What follows belongs to an exercise in optimizing a design on an open flow for a short achievable clock period and few clock cycles; a production flow would make more cautious choices.
Only simulation tests tie the RTL to the original design; equivalence was not proved.
Power and IR drop assume default switching activity.

Design scalar_core, start of the top module:
module scalar_core (
    input  logic        clock,
    input  logic        reset,
    input  logic        enable,
    input  logic [31:0] instruction,
    output logic [31:0] data_out,
    output logic        data_valid,
    output logic [11:0] prog_mem_addr,
    output logic        prog_mem_read
);
    localparam logic [31:0] HALT_MARKER    = 32'hFFFF_FFFF;
    localparam logic [31:0] BARRIER_MARKER = 32'hAAAA_AAAA;
    logic        running;
    logic [31:0] regs [16];
    logic        zf, nf, cf, vf;
    logic        e_wr;           
    logic        e_ldi;
    logic        e_flg;          
    logic        e_arith;        
    logic        e_sub;          
    logic        e_and, e_or;
    logic [3:0]  e_dest;
    logic [15:0] e_imm;
    logic [31:0] e_sb;           
    logic [31:0] e_d;            
    logic        e_osrc, e_obar, e_ohalt;
    logic [8:3]  e_chk;          
    logic        e_jr;           
    logic        e_pred;         
    logic [8:3]  hist;           
    logic [11:0] e_alt;          
    logic adv;
    assign adv           = enable & running;
    assign prog_mem_read = enable & running;
    function automatic logic cond_eval(input logic [3:0] c, input logic z, input logic n,
  ...
For scale: ~680 flip-flops, roughly 81 I/O pins, ~39000 µm² of cells after synthesis.
Settings: LEC_CHECK=0, CAP_MARGIN=40, CORE_MARGIN=2, CORE_UTILIZATION=30, SETUP_SLACK_MARGIN=4.0, SLEW_MARGIN=40, TNS_END_PERCENT=100; clock period 7.0 ns.
standard.sh (not shown) runs the stock make flow with config.mk's settings and CLKGATE_MAP_FILE= SYNTH_SCRIPT=/design/flow/synth_recipe.tcl, a recipe that flattens the netlist after the stock synthesis.
==> flow/flow/run.sh <==
#!/bin/bash
# Own layout flow: the standard flow (standard.sh, every step), with more
# cells on the don't-use list: the slow wide OR/NOR and deep AOI/OAI cells,
# and the half and full adder cells (so that synthesis does not extract
# ripple adders). Synthesis and timing repair then build the logic from
# faster gates. After the floorplan step, own_pmr.tcl gives prog_mem_read an
# AND gate of its own (see there). Registers, constraints and all other steps
# are unchanged.
set -euo pipefail
cd "$(dirname "$0")/.."
base=$(make -s -C "$FLOW_HOME" DESIGN_CONFIG="$PWD/config.mk" WORK_HOME="$PWD/orfs" \
       print-DONT_USE_CELLS 2> print_dont_use.log | sed -n 's/^DONT_USE_CELLS: //p')
if [[ -z "$base" ]]; then
  echo "could not read the platform's DONT_USE_CELLS" >&2
  exit 1
fi
extra=""
for c in or4 or4b or4bb or3 or3b nor4 nor4b nor4bb nor3 nor3b a2111oi a2111o o2111ai \
         o2111a o41ai o41a a41oi a41o o311ai o311a a311oi a311o o32ai o32a a32oi a32o \
         and4bb and4b ha fa; do
  for s in 0 1 2 4; do
    if grep -q "cell (\"sky130_fd_sc_hd__${c}_$s\")" "$FLOW_HOME/platforms/sky130hd/lib/sky130_fd_sc_hd__tt_025C_1v80.lib"; then
      extra="$extra sky130_fd_sc_hd__${c}_$s"
    fi
  done
done
echo "DONT_USE_CELLS=$base$extra" > dont_use.txt
bash standard.sh "DONT_USE_CELLS=$base$extra" "POST_FLOORPLAN_TCL=$PWD/flow/own_pmr.tcl" finish > standard_flow.log 2>&1
==> flow/flow/own_pmr.tcl <==
# Sourced by the floorplan step (POST_FLOORPLAN_TCL). Gives prog_mem_read a
# gate of its own: an and2 of enable and running, apart from the equal AND
# that gates the pipeline registers, so the path from the enable port to the
# prog_mem_read port carries no other load. The function is unchanged.
set pmr_net [get_nets prog_mem_read]
set drivers {}
set loads {}
foreach pin [get_pins -of_objects $pmr_net] {
  if {[get_property $pin direction] eq "output"} {
    lappend drivers $pin
  } else {
    lappend loads $pin
  }
}
if {[llength $drivers] != 1 || [llength [get_nets -quiet enable]] != 1
    || [llength [get_nets -quiet running]] != 1} {
  puts "own_pmr: prog_mem_read, enable or running not as expected; left as it is"
} else {
  # make_net may give the net another name than asked: keep the object
  set inner [make_net own_pmr_inner]
  foreach pin [concat $drivers $loads] {
    disconnect_pin $pmr_net $pin
    connect_pin $inner $pin
  }
  make_instance own_pmr_and sky130_fd_sc_hd__and2_2
  connect_pin [get_nets enable] [get_pins own_pmr_and/A]
  connect_pin [get_nets running] [get_pins own_pmr_and/B]
  connect_pin $pmr_net [get_pins own_pmr_and/X]
  set n_inner [llength [get_pins -of_objects $inner]]
  set n_pmr [llength [get_pins -of_objects $pmr_net]]
  puts "own_pmr: [get_full_name $inner] has $n_inner pins, prog_mem_read $n_pmr"
  if {$n_inner != [llength $drivers] + [llength $loads] || $n_pmr != 1} {
    error "own_pmr: rewiring prog_mem_read went wrong"
  }
}
The starting point passed the timing, DRC and antenna checks.
Testbench counts at the start, summed over its fixed seeds: cycles 76,439.
Then changed:
--- a/flow/flow/run.sh
+++ b/flow/flow/run.sh
@@ -4,7 +4,5 @@
 # and the half and full adder cells (so that synthesis does not extract
 # ripple adders). Synthesis and timing repair then build the logic from
-# faster gates. After the floorplan step, own_pmr.tcl gives prog_mem_read an
-# AND gate of its own (see there). Registers, constraints and all other steps
-# are unchanged.
+# faster gates. Registers, constraints and all other steps are unchanged.
 set -euo pipefail
 cd "$(dirname "$0")/.."
@@ -26,3 +24,3 @@
 done
 echo "DONT_USE_CELLS=$base$extra" > dont_use.txt
-bash standard.sh "DONT_USE_CELLS=$base$extra" "POST_FLOORPLAN_TCL=$PWD/flow/own_pmr.tcl" finish > standard_flow.log 2>&1
+bash standard.sh "DONT_USE_CELLS=$base$extra" finish > standard_flow.log 2>&1
removed: flow/flow/own_pmr.tcl
Fmax shrinks by 1.3%.
Design area fell by 1.2%.
Clock-buffer cell count does not change.
Worst setup slack got worse by 0.041 ns.
Non-clock buffer count decreases by 51.
Global-route usage is lower by 0.59 points.
Synthesized area is unchanged.
Die area does not change.
Core utilization drops by 0.45 points.
Routed wire length shrinks by 1.2%.
Then changed:
==> flow/run.sh (new file) <==
#!/bin/bash
# synth_recipe.tcl (not shown) runs the flow's synth.tcl, then flattens the netlist and writes it again
# the make line also repeats each setting of config.mk as NAME=value (left out here)
make -C /OpenROAD-flow-scripts/flow DESIGN_CONFIG=/design/flow/config.mk WORK_HOME=/design/flow/orfs CLKGATE_MAP_FILE= SYNTH_SCRIPT=/design/flow/synth_recipe.tcl finish
- CORE_UTILIZATION: 30 -> 40
- SETUP_SLACK_MARGIN: 4.0 -> 3.8
removed: flow/flow/run.sh
removed: flow/standard.sh
Result: The changed run produced a clean layout; total power rose by about 2%; routed wire length barely changes; setup slack is worse by 0.18 ns; die area shrinks by about 26%; worst hold slack stays flat; global-route usage grows by 9.0 points; critical path depth is higher by 11.
Then changed:
- CORE_UTILIZATION: 40 -> 30
- SETUP_SLACK_MARGIN: 3.8 -> 4.0
Result:
- power came out lower by a few percent
- cell area rose by a few percent
- utilization drops by 10 points
- combinational power went up by about a fifth
- first-iteration DRC count goes down by a few percent
- clock skew increases by 0.015 ns
- routed wire length rose by a few percent
- count of clock-buffer cells in the layout decreases by 5

[re-timing with driven ports]
No port has a modelled driver above. Below, the same layouts with a new extraction and two added sets of constraints.
Step 1 assumes that a clkbuf_16 drives the clock port and a buf_2 every other input.
Step 2, shift: input delay + t, output delay - t, t = (earliest + latest rising clock arrival at the registers) / 2. This alone moves slack from input paths to output paths.
Three values: ideal, step 1, step 2; two values: the first two.
run | t (ns) | setup WS [ns] | worst setup path after step 2
the first run | 0.732 | 3.855 / 3.815 / 3.093 | input to register
the second run | 0.732 | 3.813 / 3.763 / 3.148 | input to register
the third run | 0.723 | 3.631 / 3.631 / 2.972 | input to register
the fourth run | 0.727 | 3.645 / 3.645 / 3.067 | input to register
After both steps every run listed still meets setup and hold. The setup slack of the first run, which loses most, moves by -0.040 ns with the drivers and by -0.762 ns with both steps.
